This design comes from an exercise in tuning for small area on the open sky130 flow, not from production work.
Function was checked by simulation only, so behaviour that the tests miss may differ from the original.

==> inputs of run Y <==
// luma_invert_via_yuv
module luma_invert_via_yuv (
    input  wire logic       i_clk,
    input  wire logic       i_rst_n,
    input  wire logic       start,
    output logic            busy,
    input  wire logic [7:0] i_red_in,
    input  wire logic [7:0] i_green_in,
    input  wire logic [7:0] i_blue_in,
    input  wire logic [7:0] i_alpha_in,
    input  wire logic       i_last_in,
    output logic            o_valid,
    output logic [7:0]      o_red_out,
    output logic [7:0]      o_green_out,
    output logic [7:0]      o_blue_out,
    output logic [7:0]      o_alpha_out,
    output logic            o_last_out
);
clock: 5.5 ns
lec_check: 0
abc_area: 0
cap_margin: 5
core_margin: 2
core_utilization: 40
gpl_timing_driven: 0
slew_margin: 5
synth_hierarchical: 1
synth_minimum_keep_size: 0
standard.sh (not shown) runs the stock make flow with config.mk's settings and CLKGATE_MAP_FILE= SYNTH_SCRIPT=/design/flow/synth_recipe.tcl, a recipe that flattens the netlist after the stock synthesis.
==> flow/flow/run.sh <==
#!/bin/bash
# Standard layout, with the smallest buffer cell for the port buffers and a
# clock tree of smaller buffers without dummy loads.
export BUFFER_PORTS_ARGS="-buffer_cell sky130_fd_sc_hd__buf_1"
export CTS_ARGS="-sink_clustering_enable -repair_clock_nets -dont_use_dummy_load -buf_list sky130_fd_sc_hd__clkbuf_8 -sink_clustering_size 12"
bash standard.sh > standard.log 2>&1
==> run Z: changes against run Y <==
==> flow/flow/run.sh (replaced) <==
#!/bin/bash
# Standard layout, with the smallest buffer cell for the port buffers and a
# clock tree of smaller buffers without dummy loads.
export BUFFER_PORTS_ARGS="-buffer_cell sky130_fd_sc_hd__buf_1"
export CTS_ARGS="-sink_clustering_enable -repair_clock_nets -dont_use_dummy_load -buf_list sky130_fd_sc_hd__clkbuf_8 -sink_clustering_size 20"
bash standard.sh > standard.log 2>&1
--- a/flow/config.mk
+++ b/flow/config.mk
@@ -6,10 +6,9 @@
 export NUM_CORES = 4
 export LEC_CHECK = 0
 export ABC_AREA = 0
-export CAP_MARGIN = 5
+export CAP_MARGIN = 20
 export CORE_MARGIN = 2
 export CORE_UTILIZATION = 40
-export GPL_TIMING_DRIVEN = 0
-export SLEW_MARGIN = 5
+export SLEW_MARGIN = 20
 export SYNTH_HIERARCHICAL = 1
 export SYNTH_MINIMUM_KEEP_SIZE = 0
==> run R: changes against run Y <==
--- a/flow/config.mk
+++ b/flow/config.mk
@@ -6,10 +6,10 @@
 export NUM_CORES = 4
 export LEC_CHECK = 0
 export ABC_AREA = 0
-export CAP_MARGIN = 5
+export CAP_MARGIN = 20
 export CORE_MARGIN = 2
 export CORE_UTILIZATION = 40
 export GPL_TIMING_DRIVEN = 0
-export SLEW_MARGIN = 5
+export SLEW_MARGIN = 20
 export SYNTH_HIERARCHICAL = 1
 export SYNTH_MINIMUM_KEEP_SIZE = 0
==> qor summary <==
Routed length on met3: run Y 1110 µm; run R 1110 µm; run Z 1670 µm
Nets: run Y 1492; run R 1492; run Z 1488
HPWL reported at the end of detailed placement: run Y 21800 µm; run R 21800 µm; run Z 23800 µm
Result of the run: run Y no timing/DRC/antenna violations; run R no timing/DRC/antenna violations; run Z no timing/DRC/antenna violations
Worst hold slack: run Y 321 ps; run R 321 ps; run Z 312 ps
Pre-Repair DR Iteration Count: run Y 4; run R 4; run Z 5
Met1 Usage GRT: run Y 23.7%; run R 23.7%; run Z 24.1%
Global-route total usage across every layer: run Y 17.2%; run R 17.2%; run Z 18.2%
Post-cts gate resize count: run Y 13; run R 13; run Z 1
Multi-input combinational area share: run Y 65.7%; run R 65.7%; run Z 66.1%
Number of cells in the design after placement: run Y 1411; run R 1411; run Z 1438
Post-layout utilization of the core: run Y 44.9%; run R 44.9%; run Z 44.7%

---

==> wip/sierra <==
Starting RTL as in the previous note.
export LEC_CHECK = 0
export ABC_AREA = 0
export CAP_MARGIN = 20
export CORE_MARGIN = 2
export CORE_UTILIZATION = 40
export SLEW_MARGIN = 20
export SYNTH_HIERARCHICAL = 1
export SYNTH_MINIMUM_KEEP_SIZE = 0
create_clock -name core_clock -period 5.5 [get_ports {i_clk}]
==> flow/flow/run.sh <==
#!/bin/bash
# Standard layout, with the smallest buffer cell for the port buffers and a
# clock tree of smaller buffers without dummy loads.
export BUFFER_PORTS_ARGS="-buffer_cell sky130_fd_sc_hd__buf_1"
export CTS_ARGS="-sink_clustering_enable -repair_clock_nets -dont_use_dummy_load -buf_list sky130_fd_sc_hd__clkbuf_8 -sink_clustering_size 16 -sink_clustering_max_diameter 60"
bash standard.sh > standard.log 2>&1
==> inputs of wip/delta, as changes to wip/sierra <==
==> flow/flow/run.sh (replaced) <==
#!/bin/bash
# Standard layout, with the smallest buffer cell for the port buffers and a
# clock tree of smaller buffers without dummy loads.
export BUFFER_PORTS_ARGS="-buffer_cell sky130_fd_sc_hd__buf_1"
export CTS_ARGS="-sink_clustering_enable -repair_clock_nets -dont_use_dummy_load -buf_list sky130_fd_sc_hd__clkbuf_8 -sink_clustering_size 30 -sink_clustering_max_diameter 200 -sink_clustering_levels 3"
bash standard.sh > standard.log 2>&1
==> inputs of wip/indigo, as changes to wip/sierra <==
==> flow/flow/run.sh (replaced) <==
#!/bin/bash
# Standard layout, with the smallest buffer cell for the port buffers and a
# clock tree of smaller buffers without dummy loads.
export BUFFER_PORTS_ARGS="-buffer_cell sky130_fd_sc_hd__buf_1"
export CTS_ARGS="-sink_clustering_enable -repair_clock_nets -dont_use_dummy_load -buf_list sky130_fd_sc_hd__clkbuf_8 -sink_clustering_size 12"
bash standard.sh > standard.log 2>&1
==> qor summary <==
item                                                                                    wip/indigo   wip/sierra    wip/delta
Fin. Hold Viols                                                                                  0            0            0
Number of buffers created by CTS                                                                17           17           17
Maximum achievable frequency                                                               190 MHz      190 MHz      190 MHz
Clock-pin slew reported for the worst setup and hold paths after clock tree synthesis        90 ps        90 ps        90 ps
GR Util met3                                                                                0.0382       0.0382       0.0382
TritonRoute pass-1 iters                                                                         5            5            5
Number of routed nets with antenna violations                                                    0            0            0
Number of setup buffers added after CTS                                                          0            0            0
Number of clock sinks                                                                          159          159          159
Multiplexer area fraction after synthesis                                                        0            0            0
Status                                                            no timing/DRC/antenna violations  no timing/DRC/antenna violations  no timing/DRC/antenna violations
Multi-input gates                                                                              676          676          676
Worst clock skew                                                                           32.8 ps      32.8 ps      32.8 ps
Via count of the first global-routing pass                                                   8,403        8,403        8,403
Leading cell type in the layout, fill and taps excluded                                       fa_1         fa_1         fa_1
R2R depth                                                                                       11           11           11
Die height                                                                                  184 um       184 um       184 um
Total negative slack for setup checks                                                         0 ps         0 ps         0 ps

==> separate check: timing with driven ports <==
How much do the figures lean on ideal ports? The routed layouts below were timed once more, with nothing changed but the port constraints.
Step 1 assumes that a clkbuf_16 drives the clock port and a buf_2 every other input.
Step 2 times the ports against the registers' clock, not the clock port: input delays grow and output delays shrink by t, the midpoint of the rising clock arrivals with the driver on.
a / b / c = ideal ports / drivers / drivers and shift; a / b = the first two.
run	shift t [ns]	setup WS [ns]	pins driven straight from the clock port
run Y	0.478	0.232 / 0.198 / 0.232	1
run Z	0.479	0.232 / 0.188 / 0.393	1
run R	0.478	0.232 / 0.198 / 0.232	1
wip/sierra	0.479	0.232 / 0.188 / 0.393	1
wip/delta	0.479	0.232 / 0.188 / 0.393	1
wip/indigo	0.479	0.232 / 0.188 / 0.393	1
After both steps every run listed still meets setup and hold.
